Source: an optimization exercise on an open RTL-to-GDS flow (aim: small area). Production flows keep margins and buffers that such runs may drop.
Only simulation tests tie the RTL to the original design; equivalence was not proved.
Power is estimated from default activity; no workload was simulated.

[flow/config.mk]
export PLATFORM = sky130hd
export DESIGN_NAME = mips_regfile_wr
export DESIGN_NICKNAME = mips_regfile_wr
export VERILOG_FILES = /design/flow/design.v
export SDC_FILE = /design/flow/constraint.sdc
export NUM_CORES = 4
export LEC_CHECK = 0
export CAP_MARGIN = 20
export CORE_MARGIN = 2
export CORE_UTILIZATION = 50
export GPL_TIMING_DRIVEN = 0
export SLEW_MARGIN = 20
export SYNTH_HIERARCHICAL = 1
export SYNTH_MINIMUM_KEEP_SIZE = 0
[flow/constraint.sdc]
create_clock -name core_clock -period 8.0 [get_ports {clk}]
set_input_delay 1.6000 -clock core_clock [delete_from_list [all_inputs] [get_ports {clk}]]
set_output_delay 1.6000 -clock core_clock [all_outputs]
set_load 0.01 [all_outputs]
[flow/design.v]
package mips_pkg;
  localparam int DATA_W = 32;
  localparam int ADDR_W = 5;
  localparam int CNT_W  = 16;
  localparam logic [CNT_W-1:0] CNT_MAX = 16'hFFFF;
  localparam logic [4:0] REG_ZERO = 5'd0;
  localparam logic [4:0] REG_SP   = 5'd29;
  localparam logic [4:0] REG_RA   = 5'd31;
endpackage
module regfile_rd_port #(
  parameter int DATA_W = mips_pkg::DATA_W,
  parameter int ADDR_W = mips_pkg::ADDR_W,
  parameter int BYPASS = 1
) (
  input  logic [ADDR_W-1:0] addr,
  input  logic [(2**ADDR_W)*DATA_W-1:0] regs,
  input  logic [2**ADDR_W-1:0] valid,
  input  logic              wr_en,
  input  logic [ADDR_W-1:0] wr_addr,
  input  logic [DATA_W-1:0] wr_data,
  output logic [DATA_W-1:0] data
);
  localparam int NREG = 2 ** ADDR_W;
  logic hit;
  logic [NREG-1:0] sel;
  assign hit = (BYPASS != 0) && wr_en && (addr == wr_addr);
  always_comb begin
    sel[0] = hit;
    for (int i = 1; i < NREG; i++)
      sel[i] = (addr == i) && valid[i] && !hit;
  end
  for (genvar b = 0; b < DATA_W; b++) begin : g_bit
    logic [NREG-1:0] col;
    assign col[0] = wr_data[b];
    for (genvar i = 1; i < NREG; i++) begin : g_col
      assign col[i] = regs[i*DATA_W + b];
    end
    regfile_rd_bit u_bit (.d(col), .sel(sel), .q(data[b]));
  end
endmodule
module regfile_rd_bit (
  input  logic [31:0] d,
  input  logic [31:0] sel,
  output logic        q
);
  logic [9:0] t_n;
  for (genvar k = 0; k < 10; k++) begin : g_aoi
    regfile_aoi222 u_aoi (
      .a  (d[3*k +: 3]),
      .b  (sel[3*k +: 3]),
      .y_n(t_n[k])
    );
  end
  logic [2:0] g;
  regfile_nand4 u_g0 (.a(t_n[3:0]), .y(g[0]));
  regfile_nand4 u_g1 (.a(t_n[7:4]), .y(g[1]));
  regfile_g2    u_g2 (.t_n(t_n[9:8]), .a(d[31:30]), .b(sel[31:30]), .y(g[2]));
  regfile_or3   u_q  (.a(g), .y(q));
endmodule
module regfile_aoi222 (
  input  logic [2:0] a,
  input  logic [2:0] b,
  output logic       y_n
);
  assign y_n = ~|(a & b);
endmodule
module regfile_g2 (
  input  logic [1:0] t_n,
  input  logic [1:0] a,
  input  logic [1:0] b,
  output logic       y
);
  assign y = ~&t_n | (|(a & b));
endmodule
module regfile_nand4 (
  input  logic [3:0] a,
  output logic       y
);
  assign y = ~&a;
endmodule
module regfile_or3 (
  input  logic [2:0] a,
  output logic       y
);
  assign y = |a;
endmodule
module mips_regfile_wr #(
  parameter int DATA_W = mips_pkg::DATA_W,
  parameter int ADDR_W = mips_pkg::ADDR_W,
  parameter int BYPASS = 1
) (
  input  logic              clk,
  input  logic              rst_n,
  input  logic              wr,
  input  logic [ADDR_W-1:0] wr_addr,
  input  logic [DATA_W-1:0] wr_data,
  input  logic [ADDR_W-1:0] rd1_addr,
  output logic [DATA_W-1:0] rd1_data,
  input  logic [ADDR_W-1:0] rd2_addr,
  output logic [DATA_W-1:0] rd2_data,
  output logic              wr_ack,
  output logic [ADDR_W-1:0] wr_ack_addr,
  output logic [15:0]       wr_cnt
);
  localparam int NREG = 2 ** ADDR_W;
  wire  [NREG*DATA_W-1:0] regs;
  wire  [NREG-1:0]        valid;
  logic                   commit;
  assign commit = wr && (wr_addr != '0);
  assign regs[DATA_W-1:0] = '0;
  assign valid[0]         = 1'b0;
  for (genvar i = 1; i < NREG; i++) begin : g_row
    logic              we;
    logic [DATA_W-1:0] q;
    logic              v;
    assign we = wr && (wr_addr == i);
    logic              we_n;
    logic [DATA_W-1:0] q_nxt;
    assign we_n = ~we;
    for (genvar b = 0; b < DATA_W; b++) begin : g_bit
      regfile_hold u_hold (
        .we  (we),
        .we_n(we_n),
        .d   (wr_data[b]),
        .q   (q[b]),
        .nxt (q_nxt[b])
      );
    end
    always_ff @(posedge clk) begin
      q <= q_nxt;
    end
    always_ff @(posedge clk or negedge rst_n) begin
      if (!rst_n)
        v <= 1'b0;
      else if (we)
        v <= 1'b1;
    end
    assign regs[i*DATA_W +: DATA_W] = q;
    assign valid[i]                 = v;
  end
  always_ff @(posedge clk or negedge rst_n) begin
    if (!rst_n) begin
      wr_ack      <= 1'b0;
      wr_ack_addr <= '0;
      wr_cnt      <= '0;
    end else begin
      wr_ack <= commit;
      if (commit) begin
        wr_ack_addr <= wr_addr;
        if (wr_cnt != mips_pkg::CNT_MAX)
          wr_cnt <= wr_cnt + 16'd1;
      end
    end
  end
  regfile_rd_port #(
    .DATA_W(DATA_W),
    .ADDR_W(ADDR_W),
    .BYPASS(BYPASS)
  ) u_rd1 (
    .addr    (rd1_addr),
    .regs    (regs),
    .valid   (valid),
    .wr_en   (commit),
    .wr_addr (wr_addr),
    .wr_data (wr_data),
    .data    (rd1_data)
  );
  regfile_rd_port #(
    .DATA_W(DATA_W),
    .ADDR_W(ADDR_W),
    .BYPASS(BYPASS)
  ) u_rd2 (
    .addr    (rd2_addr),
    .regs    (regs),
    .valid   (valid),
    .wr_en   (commit),
    .wr_addr (wr_addr),
    .wr_data (wr_data),
    .data    (rd2_data)
  );
endmodule
module regfile_hold (
  input  logic we,
  input  logic we_n,
  input  logic d,
  input  logic q,
  output logic nxt
);
  assign nxt = (we & d) | (we_n & q);
endmodule
[flow/run.sh]
#!/bin/bash
# synth_recipe.tcl (not shown) runs the flow's synth.tcl, then flattens the netlist and writes it again
# the make line also repeats each setting of config.mk as NAME=value (left out here)
make -C /OpenROAD-flow-scripts/flow DESIGN_CONFIG=/design/flow/config.mk WORK_HOME=/design/flow/orfs CLKGATE_MAP_FILE= SYNTH_SCRIPT=/design/flow/synth_recipe.tcl finish
==> flow_summary.yaml, run 1 <==
placed_design:
  post-place-cells: 4738
  gp_congestion: 0.9729
  numPortBuffers: 129
  place_hpwl_mm: 131.7
finish:
  nFillCells: 5941
  drive_above_1_share: 0.1435
  final_nets: 3840
  syn_to_final_growth_pct: 27.16
  final_cells: 4950
  area.sequential_mm2: 0.02119
  multi_input_area_mm2: 0.02000
grt:
  grt_antenna_before_repair: 21
  grt_max_degree: 54
  grt_use_total: 0.4750
  first_global_vias: 41581
  grt_pass1_wl_mm: 290.2
  grt_overflow_total: 0
power:
  p_leak_nw: 20.72
  switching_share: 0.2785
  p_seq_frac: 0.501
  power_switching_mw: 3.962
  power_frac_comb: 0.127
  ir_drop_uv: 208.0
  p_total_mw: 14.23
  p_int_mw: 10.26
  pwr-share-clk: 0.373
  power_density_mw_per_mm2: 275.1
clocking:
  cts_setup_buffers: 0
  clk_latency_ns: 0.70
  cts_inserted_buffers: 110
  cts_tree: "done"
  cts.sinks: 1045
  clk_pin_slew_ns: 0.07
  clockRootBuffer: "clkbuf_16"
  cts_buffer_depth: 3
  htreeDepth: 3
setup_path:
  crit_chain: "clkdlybuf4s50_1, or2_2, o21ai_4, inv_2, and2_1, clkbuf_1, buf_4, a21oi_4, buf_16, buf_8, a222oi_1, nand4_1, or3_1, clkdlybuf4s50_1"
  cp-end-kind: "primary output"
  crit_family: "buffers and inverters"
  worst-path-buf-inv: 7
  worstPathArrival_ns: 6.51
  cp_max_fo: 15
  slowest_stage: "clkdlybuf4s50_1"
  critical_path_class: "input port to primary output"
  crit_required_ns: 6.40
  worstSetupStartpointType: "input port"
  slowest_delay_ns: 0.70
  crit_top_cell: "clkdlybuf4s50_1"
route:
  vias: 43185
  initialDrtViolationCount: 11202
  finalWirelength_mm: 207.5
  ant_nets: 0
  wl_per_cell_um: 41.91
  drtPass1Iterations: 17
  via_per_inst: 8.724
  drc: 0
sta:
  finalCritPeriodShare: 1.013
  slew_violations: 0
  setup_violations: 8
  hold_viol: 0
  timing.hold.ws_ns: 0.4976
  fmax_ghz: 0.1233
  fin_ws_ns: -0.1077
  worstMarginPinSlew_ns: 1.075
  period_minus_slack_ns: 8.108
  finClkSkew_ns: 0.002937
  worst_slew_margin_rel: 0.2815
outcome:
  check.faults: "setup timing"
  status: "finished with violations"
synth:
  syn_area_mm2: 0.04066
  synth_nets: 3441
  ys_warn_count: 8
  syn_inst: 3390
  avgSynthCellArea_um2: 11.99
floorplan:
  dieArea_mm2: 0.08362
  die-width_um: 289.2
  row_count: 104
  die_h_um: 289.2
  ios: 136
  start_util: 0.5048
  core_area_mm2: 0.08055
job:
  drv_cap: 0
worst_hold_path:
  hp-class: "flop to flop"
==> metal layers <==
layer  track usage  vias up  wire (um)
met1        0.5771    20949      70300
met5       0.01648        -        339
met3        0.2076     1212      35660
li1              -    16431          -
met2        0.6711     4569      83820
met4        0.3313       24      17320
==> cell usage in the layout (no fill, tap or decap), types with 4 or more instances in the layout <==
| master | instances |
|---|---|
| or3_1 | 65 |
| buf_8 | 10 |
| nor3_1 | 6 |
| nor2b_1 | 12 |
| xor2_1 | 11 |
| diode_2 | 9 |
| clkdlybuf4s50_1 | 96 |
| and2_1 | 6 |
| nand2_1 | 25 |
| or2_2 | 14 |
| nand4b_1 | 16 |
| nor3b_1 | 8 |
| nand3_1 | 85 |
| nand2b_1 | 23 |
| nand3_4 | 5 |
| clkbuf_16 | 115 |
| a22o_1 | 993 |
| dfrtp_1 | 53 |
| nand2_4 | 5 |
| buf_16 | 108 |
| bufinv_16 | 5 |
| buf_12 | 41 |
| a21oi_4 | 62 |
| clkinv_2 | 24 |
| clkbuf_8 | 31 |
| buf_6 | 12 |
| xnor2_1 | 10 |
| nor2_1 | 11 |
| a222oi_1 | 640 |
| clkinvlp_4 | 4 |
| nand4_1 | 161 |
| dfxtp_1 | 992 |
| buf_2 | 39 |
| a22oi_1 | 64 |
| and3b_1 | 4 |
| inv_2 | 32 |
| nand2_2 | 14 |
| nor2_4 | 4 |
| clkbuf_1 | 33 |
==> cell type report <==
class,instances,share of cell area
Sequential cell,1045,0.4097
Multi-Input combinational cell,2274,0.3867
Timing Repair Buffer,288,0.09810
Clock buffer,166,0.06536
Tap cell,1060,0.02565
Clock inverter,38,0.006897
Buffer,35,0.004574
Inverter,35,0.002541
Antenna cell,9,0.0004356
==> worst register-to-register path: stages (launching register included) <==
cell and delay (ns):
dfrtp_1 0.43, ha_1 0.21, and3_4 0.21, nand4_4 0.15, or3_4 0.43, nor3_2 0.20, mux2_4 0.31
==> flip-flops by register name, indices dropped and copies added, names as in the netlist <==
register and count:
g_row.q 992, g_row.v 31, wr_cnt 16, wr_ack_addr 5
wr_ack 1
==> metrics by stage <==
stage | TNS, ns | instance area (um^2) | worst slack (ns) | util
floorplan | 0 | 40660 | 1.811 | -
finish | -0.3701 | 51710 | -0.1077 | 0.6419
CTS | 0 | 51680 | 0.06285 | 0.6416
global placement | -301.76 | 43280 | -2.463 | 0.5373
detailed placement | 0 | 47940 | 0.04360 | 0.5951
global route | -0.01551 | 51690 | -0.008084 | 0.6417
==> power by group through the flow <==
stage          combinational, mW  clock, mW  sequential [mW]
6_report                    1.80       5.30             7.12
2_1_floorplan               1.02          0             6.95
3_3_place_gp                1.56          0             7.05
4_1_cts                     1.73       5.27             7.07
5_1_grt                     1.88       5.51             7.22
3_5_place_dp                1.72          0             7.16
==> final timing paths <==
check | startpoint | to | slack (ns) | depth (start not counted)
min reg2reg | wr_ack_addr[3]$_DFFE_PN0P_ | wr_ack_addr[3]$_DFFE_PN0P_ | 0.50 | 2
max in group asynchronous | rst_n | g_row[20].v$_DFFE_PN0P_ | 6.82 | 2
max reg2reg | wr_cnt[0]$_DFFE_PN0P_ | wr_cnt[14]$_DFFE_PN0P_ | 5.95 | 6
min | wr_ack_addr[3]$_DFFE_PN0P_ | wr_ack_addr[3]$_DFFE_PN0P_ | 0.50 | 2
min in group asynchronous | rst_n | wr_cnt[3]$_DFFE_PN0P_ | 0.87 | 2
max | wr_addr[2] | rd2_data[15] | -0.11 | 14
==> timing repair <==
| item | 4_1_cts | 5_1_grt |
|---|---|---|
| endpoints found under the setup margin | 3 | 30 |
| pin swaps | 0 | 4 |
| hold buffers | 0 | 0 |
| gates resized for setup | 3 | 9 |
==> run 2, diff against run 1 <==
--- a/flow/config.mk
+++ b/flow/config.mk
@@ -10,3 +10,4 @@
 export CORE_UTILIZATION = 50
-export GPL_TIMING_DRIVEN = 0
+export CTS_CLUSTER_DIAMETER = 80
+export CTS_CLUSTER_SIZE = 25
 export SLEW_MARGIN = 20
==> flow_summary.yaml, run 2 <==
finish:
  final_common_cell: "a22o_1"
  final_nets: 3805
  regMostFlops: "g_row.q"
  final_cell_mix: "a22o_1, dfxtp_1, a222oi_1"
  area.sequential_mm2: 0.02119
  multi_input_area_mm2: 0.01988
  syn_to_final_growth_pct: 16.31
  drive_above_1_share: 0.1046
  nFillCells: 6641
  largest_reg_flops: 992
  largestRegisters: "g_row.q x992, g_row.v x31, wr_cnt x16"
synth:
  ys_warn_count: 8
  syn_inst: 3390
  synth_nets: 3441
  syn_area_mm2: 0.04066
  avgSynthCellArea_um2: 11.99
sta:
  period_minus_slack_ns: 7.541
  worstMarginPinSlew_ns: 1.248
  setup_tns_ns: 0
  slew_violations: 0
  finalCritPeriodShare: 0.9426
  worst_slew_margin_rel: 0.1660
  rsz0062_at_grt: "false"
  hold_viol: 0
  finClkSkew_ns: 0.007108
  setup_violations: 0
  fmax_ghz: 0.1326
clocking:
  cts_buffer_depth: 3
  clk_pin_slew_ns: 0.10
  hold_buffers: 0
  cts_tree: "done"
  htreeDepth: 2
  clockRootBuffer: "clkbuf_16"
  cts_inserted_buffers: 51
  cts_resized: 0
  cts.sinks: 1045
  cts_setup_buffers: 0
  clk_latency_ns: 0.66
setup_path:
  worstSetupStartpointType: "input port"
  slowest_stage: "a21oi_4"
  reg2regPathDepth: 6
  r2r_end: "wr_cnt[14]$_DFFE_PN0P_"
  worstPathArrival_ns: 5.94
  crit_family: "buffers and inverters"
  cp-end-kind: "primary output"
  reg2reg_from: "wr_cnt[0]$_DFFE_PN0P_"
  rrSetupSlack_ns: 5.93
  crit_chain: "clkdlybuf4s50_1, or3_4, o21ai_4, inv_2, and2_4, buf_4, a21oi_4, buf_4, a222oi_1, nand3_1, or3_1, clkdlybuf4s50_1"
  crit_required_ns: 6.40
  slowest_delay_ns: 0.95
  critical_path_class: "input port to primary output"
  worst-path-buf-inv: 5
  cp_max_fo: 21
placed_design:
  gp_congestion: 0.9559
  numPortBuffers: 135
  place_hpwl_mm: 119.1
outcome:
  status: "complete, no violations"
route:
  ant_nets: 0
  drtPass1Iterations: 15
  finalWirelength_mm: 201.2
  wl_per_cell_um: 41.52
  drc: 0
  vias: 42086
  initialDrtViolationCount: 9464
  via_per_inst: 8.685
grt:
  grt_use_met2: 0.6704
  grt_max_degree: 54
  grt_busiest_layer: "met2"
  met3_usage: 0.1769
  grt_antenna_before_repair: 10
  grt_overflow_total: 0
  first_global_vias: 40317
  use_met1: 0.5751
  grt_pass1_wl_mm: 282.6
  grt_use_total: 0.4612
floorplan:
  start_util: 0.5048
  die-width_um: 289.2
  ios: 136
  dieArea_mm2: 0.08362
  die_h_um: 289.2
  row_count: 104
  core_area_mm2: 0.08055
worst_hold_path:
  min_to: "wr_ack_addr[2]$_DFFE_PN0P_"
  hold_start: "wr_ack_addr[2]$_DFFE_PN0P_"
  min_path_cells: 2
  hp-class: "flop to flop"
power:
  p_leak_nw: 18.96
  power_density_mw_per_mm2: 255.1
  p_total_mw: 12.07
  ir_drop_uv: 215.1
job:
  drv_cap: 0
==> run 2: worst register-to-register path, stage by stage, from the launching register on <==
cell and delay [ns]:
dfrtp_1 0.43, ha_1 0.21, and3_4 0.21, nand4_4 0.15
or3_4 0.44, nor3_2 0.19, mux2_4 0.32
==> run 2: layout make-up <==
class	count	share of cell area
Clock inverter	14	0.004286
Sequential cell	1045	0.4479
Tap cell	1060	0.02804
Multi-Input combinational cell	2274	0.4203
Antenna cell	8	0.0004233
Inverter	35	0.002778
Timing Repair Buffer	347	0.06651
Clock buffer	63	0.02968
==> run 2: worst max-delay path by stage <==
stage               startpoint  cells past startpoint           end
global placement    wr_addr[4]                     12  rd2_data[22]
finish              wr_addr[4]                     12  rd2_data[13]
global route        wr_addr[3]                     11   rd1_data[7]
CTS                 wr_addr[3]                     13  rd2_data[19]
detailed placement  wr_addr[4]                     12  rd2_data[13]
floorplan           wr_addr[4]                     11   rd1_data[0]
==> run 2: stage by stage <==
stage / cells / utilization / worst slack, ns / hold WS [ns] / cell area [um^2]
CTS: 4838 / 0.5869 / 0.6951 / 0.4867 / 47280
global placement: 4759 / 0.5664 / 0.7420 / 0.4600 / 45620
floorplan: 3390 / - / 1.811 / 0.4458 / 40660
global route: 4840 / 0.5870 / 0.4733 / 0.5196 / 47280
finish: 4846 / 0.5872 / 0.4588 / 0.4793 / 47300
detailed placement: 4761 / 0.5670 / 0.6983 / 0.4627 / 45670
==> run 2: routing by layer <==
layer | part of all wire | vias to the layer above
li1 | - | 16262
met2 | 0.41 | 4109
met5 | 0.00022 | -
met1 | 0.35 | 20561
met3 | 0.16 | 1148
met4 | 0.076 | 6
==> run 2: where the power goes <==
part	internal [mW]	switching, mW	total [mW]
clock	1.37	1.83	3.19
combinational	0.925	0.835	1.76
sequential	6.24	0.869	7.11
total	8.53	3.53	12.1
==> run 3, diff against run 2 <==
==> flow/flow/run.sh (new file) <==
#!/bin/bash
# The standard layout (standard.sh, all steps), with two changes passed to
# the ORFS scripts through their own variables:
#  - the port buffers that buffer_ports inserts are buf_2 cells (repair_design
#    still resizes or buffers them where a net needs more drive);
#  - clock tree synthesis inserts no dummy loads.
set -o pipefail
cp standard.sh standard_sh.log
export BUFFER_PORTS_ARGS="-buffer_cell sky130_fd_sc_hd__buf_2"
export CTS_ARGS="-sink_clustering_enable -repair_clock_nets -dont_use_dummy_load -sink_clustering_size 25 -sink_clustering_max_diameter 80"
bash standard.sh > standard.log 2>&1
==> flow/standard.sh (new file) <==
#!/bin/bash
# synth_recipe.tcl (not shown) runs the flow's synth.tcl, then flattens the netlist and writes it again
# the make line also repeats each setting of config.mk as NAME=value (left out here)
make -C /OpenROAD-flow-scripts/flow DESIGN_CONFIG=/design/flow/config.mk WORK_HOME=/design/flow/orfs CLKGATE_MAP_FILE= SYNTH_SCRIPT=/design/flow/synth_recipe.tcl "${@:-finish}"
removed: flow/run.sh
==> flow_summary.yaml, run 3 <==
sta:
  fmax_ghz: 0.1361
  fin_ws_ns: 0.6544
  setup_violations: 0
  setup_tns_ns: 0
  timing.hold.ws_ns: 0.4774
  hold_viol: 0
  slew_violations: 0
  worstMarginPinSlew_ns: 1.254
  period_minus_slack_ns: 7.346
  rsz0062_at_grt: "false"
  finalCritPeriodShare: 0.9182
  worst_slew_margin_rel: 0.1622
  finClkSkew_ns: 0.01055
synth:
  syn_area_mm2: 0.04066
  synth_nets: 3441
  syn_inst: 3390
  ys_warn_count: 8
  avgSynthCellArea_um2: 11.99
finish:
  multi_input_area_mm2: 0.01988
  area.sequential_mm2: 0.02119
  final_nets: 3722
  regMostFlops: "g_row.q"
  final_cell_mix: "a22o_1, dfxtp_1, a222oi_1"
  final_cell_area_mm2: 0.04559
  drive_above_1_share: 0.1172
  syn_to_final_growth_pct: 12.12
  final_common_cell: "a22o_1"
  nFillCells: 6727
  largestRegisters: "g_row.q x992, g_row.v x31, wr_cnt x16"
  final_cells: 4738
  largest_reg_flops: 992
setup_path:
  cp_max_fo: 32
  worstSetupStartpointType: "input port"
  worstPathArrival_ns: 5.75
  crit_required_ns: 6.40
  slowest_stage: "and2_4"
  cp-end-kind: "primary output"
  critical_path_class: "input port to primary output"
  crit_top_cell: "buf_2"
  worst-path-buf-inv: 4
  crit_family: "simple AND/OR/NAND/NOR gates"
  slowest_delay_ns: 0.86
  crit_chain: "buf_2, or2_2, o21ai_4, inv_2, and2_4, a21oi_4, buf_4, a222oi_1, nand4_1, or3_1, buf_2"
route:
  dr_wl_met2_mm: 82.14
  drc: 0
  dr.max_layer_used: "met5"
  vias: 41708
  initialDrtViolationCount: 10810
  met1_length_mm: 71.59
  via_per_inst: 8.803
  wl_per_cell_um: 42.28
  drtPass1Iterations: 17
  ant_nets: 0
  wl_met3_mm: 32.92
  finalWirelength_mm: 200.3
clocking:
  clk_latency_ns: 0.66
  cts.sinks: 1045
  cts_buffer_depth: 3
  hold_buffers: 0
  clockRootBuffer: "clkbuf_16"
  cts_inserted_buffers: 51
  cts_tree: "done"
  cts_setup_buffers: 0
  clk_pin_slew_ns: 0.06
  cts_resized: 0
  htreeDepth: 2
job:
  drv_cap: 0
floorplan:
  dieArea_mm2: 0.08362
  ios: 136
  die_h_um: 289.2
  row_count: 104
  die-width_um: 289.2
  start_util: 0.5048
  core_area_mm2: 0.08055
grt:
  grt_pass1_wl_mm: 280.5
  grt_max_degree: 54
  grt_antenna_before_repair: 13
  grt_use_total: 0.4563
  grt_overflow_total: 0
  first_global_vias: 39887
placed_design:
  placed_area_mm2: 0.04429
  gp_congestion: 0.9630
  dp_slack_ns: 0.9569
  place_hpwl_mm: 115.2
  post-place-cells: 4678
  numPortBuffers: 135
power:
  ir_drop_uv: 198.2
  power_density_mw_per_mm2: 254.9
  p_leak_nw: 18.49
worst_hold_path:
  hp-class: "flop to flop"
outcome:
  status: "complete, no violations"
run 3: changes by cell type in the layout (fill, tap and decap cells not counted), moves of 4 or more:
cell,before,now
clkbuf_1,6,0
buf_12,15,10
inv_2,3,7
buf_2,1,135
buf_4,196,119
inv_1,32,28
clkdlybuf4s50_1,134,0
clkbuf_8,4,0
run 3: path summary, 6_finish.rpt:
| check | start | end | slack, ns | cells after the start |
|---|---|---|---|---|
| hold / removal | wr_ack_addr[3]$_DFFE_PN0P_ | wr_ack_addr[3]$_DFFE_PN0P_ | 0.48 | 2 |
| max in group asynchronous | rst_n | g_row[3].v$_DFFE_PN0P_ | 6.30 | 2 |
| hold reg to reg | wr_ack_addr[3]$_DFFE_PN0P_ | wr_ack_addr[3]$_DFFE_PN0P_ | 0.48 | 2 |
| setup / recovery | wr_addr[2] | rd1_data[29] | 0.65 | 11 |
| setup reg to reg | wr_cnt[0]$_DFFE_PN0P_ | wr_cnt[8]$_DFFE_PN0P_ | 5.76 | 6 |
| min in group asynchronous | rst_n | wr_cnt[13]$_DFFE_PN0P_ | 1.08 | 2 |
run 3: power by group:
group	switching [mW]	internal, mW	total [mW]
Clock	1.72	1.14	2.86
Sequential	0.885	6.24	7.13
Combinational	0.818	0.815	1.63
Total	3.42	8.20	11.6
run 3: per-layer routing:
layer,GRT usage,vias to the layer above
met4,0.2611,6
li1,-,16072
met2,0.6610,4186
met1,0.5850,20436
met3,0.1673,1008
met5,0,-
run 3: worst min-delay path, cell delays in order, from the launching register on:
cell and delay, ns:
dfrtp_1 0.34, nand2_1 0.05, nand2_1 0.06
run 3: area by class of cell:
type                    instances  area share
flip-flops and latches       1045      0.4647
multi-input cells            2274      0.4361
repair buffers                264     0.03881
well taps                    1060     0.02909
clock buffers                  51     0.02799
inverters                      35    0.002882
diodes                          9   0.0004940
run 3: per-stage QoR:
step	utilization	power, mW
2_1_floorplan	-	7.971
3_3_place_gp	0.5499	8.623
3_5_place_dp	0.5499	8.748
4_1_cts	0.5657	11.50
5_1_grt	0.5658	11.98
6_report	0.5660	11.62
==> run 4, diff against run 3 <==
--- a/flow/design.v
+++ b/flow/design.v
@@ -17,2 +17,3 @@
   input  logic [2**ADDR_W-1:0] valid,
+  input  logic [2**ADDR_W-1:0] we_n,
   input  logic              wr_en,
@@ -26,6 +27,13 @@
   assign hit = (BYPASS != 0) && wr_en && (addr == wr_addr);
-  always_comb begin
-    sel[0] = hit;
-    for (int i = 1; i < NREG; i++)
-      sel[i] = (addr == i) && valid[i] && !hit;
+  logic [3:0] hi;
+  logic [7:0] lo;
+  for (genvar j = 0; j < 4; j++) begin : g_hi
+    assign hi[j] = (addr[4:3] == j);
+  end
+  for (genvar k = 0; k < 8; k++) begin : g_lo
+    assign lo[k] = (addr[2:0] == k);
+  end
+  assign sel[0] = hit;
+  for (genvar i = 1; i < NREG; i++) begin : g_sel
+    regfile_and4 u_sel (.a({hi[i/8], lo[i%8], valid[i], we_n[i]}), .y(sel[i]));
   end
@@ -85,2 +93,8 @@
   assign y = |a;
+endmodule
+module regfile_and4 (
+  input  logic [3:0] a,
+  output logic       y
+);
+  assign y = &a;
 endmodule
@@ -107,2 +121,3 @@
   wire  [NREG-1:0]        valid;
+  wire  [NREG-1:0]        wen_n;     
   logic                   commit;
@@ -111,2 +126,3 @@
   assign valid[0]         = 1'b0;
+  assign wen_n[0]         = 1'b1;
   for (genvar i = 1; i < NREG; i++) begin : g_row
@@ -139,2 +155,3 @@
     assign valid[i]                 = v;
+    assign wen_n[i]                 = we_n;
   end
@@ -162,2 +179,3 @@
     .valid   (valid),
+    .we_n    (wen_n),
     .wr_en   (commit),
@@ -175,2 +193,3 @@
     .valid   (valid),
+    .we_n    (wen_n),
     .wr_en   (commit),
--- a/flow/config.mk
+++ b/flow/config.mk
@@ -9,5 +9,3 @@
 export CORE_MARGIN = 2
-export CORE_UTILIZATION = 50
-export CTS_CLUSTER_DIAMETER = 80
-export CTS_CLUSTER_SIZE = 25
+export CORE_UTILIZATION = 45
 export SLEW_MARGIN = 20
==> flow_summary.yaml, run 4 <==
outcome:
  status: "complete, no violations"
clocking:
  hold_buffers: 0
  cts_setup_buffers: 0
  cts_inserted_buffers: 51
  cts_tree: "done"
  htreeDepth: 2
  cts_buffer_depth: 3
  clockRootBuffer: "clkbuf_16"
  cts_resized: 0
  clk_pin_slew_ns: 0.08
  cts.sinks: 1045
  clk_latency_ns: 0.63
finish:
  final_common_cell: "a22o_1"
  final_cell_area_mm2: 0.04477
  final_nets: 3663
  multi_input_area_mm2: 0.01897
  nFillCells: 7674
  syn_to_final_growth_pct: 11.18
  utilization: 0.5058
  largestRegisters: "g_row.q x992, g_row.v x31, wr_cnt x16"
  area.sequential_mm2: 0.02119
  drive_above_1_share: 0.1072
  final_cell_mix: "a22o_1, dfxtp_1, a222oi_1"
  regMostFlops: "g_row.q"
  largest_reg_flops: 992
  final_cells: 4784
setup_path:
  cp_max_fo: 18
  worstPathArrival_ns: 5.41
  critical_path_class: "input port to primary output"
  cp-end-kind: "primary output"
  worstSetupStartpointType: "input port"
  crit_required_ns: 6.40
sta:
  finClkSkew_ns: 0.01691
  fmax_ghz: 0.1426
  setup_tns_ns: 0
  worstMarginPinSlew_ns: 1.383
  timing.hold.ws_ns: 0.4805
  period_minus_slack_ns: 7.015
  fin_ws_ns: 0.9853
  finalCritPeriodShare: 0.8768
  hold_viol: 0
  setup_violations: 0
  worst_slew_margin_rel: 0.07817
  slew_violations: 0
  rsz0062_at_grt: "false"
placed_design:
  place_hpwl_mm: 115.5
  numPortBuffers: 135
  placed_area_mm2: 0.04347
  post-place-cells: 4724
  gp_congestion: 0.9294
  dp_slack_ns: 1.233
route:
  via_per_inst: 8.523
  drc: 0
  drtPass1Iterations: 14
  vias: 40773
  ant_nets: 0
  finalWirelength_mm: 199.1
  wl_per_cell_um: 41.62
  initialDrtViolationCount: 9705
floorplan:
  core_area_mm2: 0.08851
  ios: 136
  row_count: 109
  dieArea_mm2: 0.09188
  die_h_um: 303.1
  start_util: 0.4549
  die-width_um: 303.1
power:
  power_density_mw_per_mm2: 257.8
  ir_drop_uv: 171.3
  switching_share: 0.2904
  power_frac_comb: 0.137
  pwr-share-clk: 0.247
  p_int_mw: 8.188
  p_total_mw: 11.54
  p_leak_nw: 18.46
  power_switching_mw: 3.352
  p_seq_frac: 0.617
grt:
  grt_antenna_before_repair: 11
  grt_use_total: 0.4159
  grt_pass1_wl_mm: 280.5
  grt_overflow_total: 0
  first_global_vias: 38855
  grt_max_degree: 54
worst_hold_path:
  hp-class: "flop to flop"
synth:
  synth_nets: 3351
  syn_inst: 3300
  avgSynthCellArea_um2: 12.20
  ys_warn_count: 7
  syn_area_mm2: 0.04026
job:
  drv_cap: 0
run 4: power by group through the flow:
stage	combinational [mW]	clock [mW]	sequential [mW]
2_1_floorplan	0.999	0	6.94
3_3_place_gp	1.47	0	7.09
3_5_place_dp	1.53	0	7.16
4_1_cts	1.53	2.85	7.06
5_1_grt	1.66	3.02	7.23
6_report	1.58	2.85	7.12
run 4: final cells by class:
class / count / share of cell area
inverter: 35 / 0.002935
timing repair buffer: 271 / 0.03846
tap: 1165 / 0.03256
sequential: 1045 / 0.4733
clock buffer: 51 / 0.02851
antenna: 9 / 0.0005031
multi-input combinational: 2208 / 0.4238
run 4: per-layer routing:
metal,part of all wire,wire length (um),GRT usage
met1,0.36,72290,0.5416
met2,0.40,79540,0.5793
met3,0.16,31050,0.1389
met4,0.081,16180,0.2859
met5,0.00020,40,0.004141
run 4: worst paths after layout:
path,endpoint,start,cells after the start,slack [ns]
worst min-delay path,g_row[20].v$_DFFE_PN0P_,g_row[20].v$_DFFE_PN0P_,1,0.48
max in group asynchronous,g_row[18].v$_DFFE_PN0P_,rst_n,2,6.41
worst min register to register,g_row[20].v$_DFFE_PN0P_,g_row[20].v$_DFFE_PN0P_,1,0.48
min in group asynchronous,g_row[19].v$_DFFE_PN0P_,rst_n,2,1.09
worst max-delay path,rd2_data[26],wr,12,0.99
worst max register to register,wr_cnt[14]$_DFFE_PN0P_,wr_cnt[0]$_DFFE_PN0P_,6,5.97
run 4: critical path: stages:
cell and delay [ns]:
buf_2 0.25, nand2_1 0.15, nor2_1 0.16, nand2_1 0.16, nor2_4 0.13, inv_1 0.42
and4_1 0.74, buf_4 0.42, a222oi_1 0.54, nand3_1 0.25, or3_1 0.39, buf_2 0.16
==> run 5, diff against run 4 <==
==> flow/flow/run.sh (replaced) <==
#!/bin/bash
# The standard layout (standard.sh, all steps), with two changes passed to
# the ORFS scripts through their own variables:
#  - the port buffers that buffer_ports inserts are buf_1 cells (repair_design
#    still resizes or buffers them where a net needs more drive);
#  - clock tree synthesis inserts no dummy loads.
set -o pipefail
cp standard.sh standard_sh.log
export BUFFER_PORTS_ARGS="-buffer_cell sky130_fd_sc_hd__buf_1"
export CTS_ARGS="-sink_clustering_enable -repair_clock_nets -dont_use_dummy_load -sink_clustering_size 25 -sink_clustering_max_diameter 80"
bash standard.sh > standard.log 2>&1
==> flow_summary.yaml, run 5 <==
outcome:
  status: "complete, no violations"
power:
  power_switching_mw: 3.368
  switching_share: 0.2910
  power_density_mw_per_mm2: 259.8
  p_seq_frac: 0.614
  p_leak_nw: 17.99
  ir_drop_uv: 182.1
  pwr-share-clk: 0.252
  power_frac_comb: 0.134
  p_int_mw: 8.207
floorplan:
  dieArea_mm2: 0.09188
  die_h_um: 303.1
  row_count: 109
  ios: 136
  start_util: 0.4549
  die-width_um: 303.1
  core_area_mm2: 0.08851
setup_path:
  crit_family: "simple AND/OR/NAND/NOR gates"
  worstPathArrival_ns: 5.62
  cp_max_fo: 35
  slowest_stage: "or3_1"
  cp-end-kind: "primary output"
  critical_path_class: "input port to primary output"
  crit_chain: "buf_1, nand2_1, nor3_1, nand2_1, buf_4, and4_1, buf_4, a222oi_1, nand4_1, or3_1, buf_1"
  worst-path-buf-inv: 4
  crit_required_ns: 6.40
  worstSetupStartpointType: "input port"
  slowest_delay_ns: 0.56
sta:
  hold_viol: 0
  slew_violations: 0
  period_minus_slack_ns: 7.221
  setup_violations: 0
  fmax_ghz: 0.1385
  rsz0062_at_grt: "false"
  finalCritPeriodShare: 0.9026
  worstMarginPinSlew_ns: 1.312
  setup_tns_ns: 0
  worst_slew_margin_rel: 0.1256
  finClkSkew_ns: 0.01547
synth:
  syn_inst: 3300
  syn_area_mm2: 0.04026
  synth_nets: 3351
  ys_warn_count: 7
  avgSynthCellArea_um2: 12.20
route:
  finalWirelength_mm: 200.3
  initialDrtViolationCount: 9555
  ant_nets: 0
  via_per_inst: 8.553
  drtPass1Iterations: 15
  wl_per_cell_um: 42.02
  drc: 0
  vias: 40770
placed_design:
  numPortBuffers: 135
  gp_congestion: 0.9528
  place_hpwl_mm: 112.4
  placed_area_mm2: 0.04319
finish:
  largest_reg_flops: 992
  final_cell_mix: "a22o_1, dfxtp_1, a222oi_1"
  final_common_cell: "a22o_1"
  final_cell_area_mm2: 0.04456
  drive_above_1_share: 0.07620
  syn_to_final_growth_pct: 10.66
  regMostFlops: "g_row.q"
  largestRegisters: "g_row.q x992, g_row.v x31, wr_cnt x16"
  final_nets: 3649
clocking:
  clk_latency_ns: 0.65
  clk_pin_slew_ns: 0.08
  hold_buffers: 0
  clockRootBuffer: "clkbuf_16"
  htreeDepth: 2
  cts_resized: 0
  cts_setup_buffers: 0
  cts.sinks: 1045
  cts_buffer_depth: 3
  cts_tree: "done"
  cts_inserted_buffers: 53
job:
  drv_cap: 0
grt:
  grt_max_degree: 54
  grt_antenna_before_repair: 9
  first_global_vias: 38976
  grt_use_total: 0.4165
  grt_overflow_total: 0
  grt_pass1_wl_mm: 279.7
worst_hold_path:
  hp-class: "flop to flop"
run 5: area by class of cell:
cell class | count | area, um^2
Clock buffer | 53 | 1326
Fill cell | 7755 | 43960
Sequential cell | 1045 | 21190
Timing Repair Buffer | 255 | 1440
Antenna cell | 6 | 15.01
Tap cell | 1165 | 1458
Inverter | 35 | 131.4
Multi-Input combinational cell | 2208 | 19000
run 5: power by group through the flow:
stage / clock network, mW / logic [mW] / registers, mW
final: 2.91 / 1.56 / 7.10
after global routing: 3.08 / 1.64 / 7.22
after CTS: 2.91 / 1.51 / 7.06
after detailed placement: 0 / 1.51 / 7.16
after global placement: 0 / 1.45 / 7.09
after floorplan: 0 / 0.999 / 6.94
run 5: path summary, 6_finish.rpt:
check                                            start                 endpoint  slack (ns)  cells past startpoint
worst max-delay path                                wr              rd2_data[0]        0.78                     11
worst min-delay path            g_row[4].v$_DFFE_PN0P_   g_row[4].v$_DFFE_PN0P_        0.48                      1
worst max register to register   wr_cnt[0]$_DFFE_PN0P_   wr_cnt[14]$_DFFE_PN0P_        5.98                      6
worst min register to register  g_row[4].v$_DFFE_PN0P_   g_row[4].v$_DFFE_PN0P_        0.48                      1
max in group asynchronous                        rst_n   wr_cnt[12]$_DFFE_PN0P_        6.45                      2
min in group asynchronous                        rst_n  g_row[19].v$_DFFE_PN0P_        1.07                      2
run 5: routing by layer:
layer  GRT usage  vias to the layer above  wire (um)
li1            -                    15802          -
met1      0.5257                    20134      72190
met2      0.5797                     3960      80310
met3      0.1606                      860      31190
met4      0.2950                       14      16430
met5    0.006211                        -        162
run 5: metrics by stage:
stage          instances  setup WS, ns    util  power, mW  hold WS, ns
2_1_floorplan       3300        0.9259       -      7.941       0.4413
3_3_place_gp        4707         1.090  0.4879      8.542       0.4559
3_5_place_dp        4707         1.009  0.4879      8.663       0.4589
4_1_cts             4760         1.003  0.5029      11.47       0.4799
5_1_grt             4762        0.7935  0.5032      11.94       0.5082
6_report            4767        0.7791  0.5034      11.58       0.4779

==> port drivers added, routing unchanged <==
In the flow no input, the clock included, has a driving cell. The finished layouts below were timed again as built, in two steps.
Step 1 assumes that a clkbuf_16 drives the clock port and a buf_2 every other input.
Step 2 adds t to the input delays and takes it off the output delays; t is the mean of the earliest and latest rising clock arrival at the registers after step 1. Input paths then give back, and output paths get back, about the clock's delay inside the block.
Three values: no drivers, after step 1, after step 2; two values: the first two.
| run | t (ns) | slack for setup (ns) | worst setup path after step 2 | worst slew at a driven data input, ns | pins driven straight from the clock port |
|---|---|---|---|---|---|
| run 1 | 0.772 | -0.108 / -0.142 / -0.142 | input to output | 0.13 | 1 |
| run 2 | 0.740 | 0.459 / 0.416 / 0.416 | input to output | 0.21 | 1 |
| run 3 | 0.713 | 0.654 / 0.620 / 0.620 | input to output | 0.10 | 1 |
| run 4 | 0.720 | 0.985 / 0.953 / 0.953 | input to output | 0.11 | 1 |
| run 5 | 0.728 | 0.779 / 0.756 / 0.756 | input to output | 0.13 | 1 |
For run 2, which loses most, drivers alone change the setup slack by -0.043 ns; drivers and shift together by -0.043 ns.
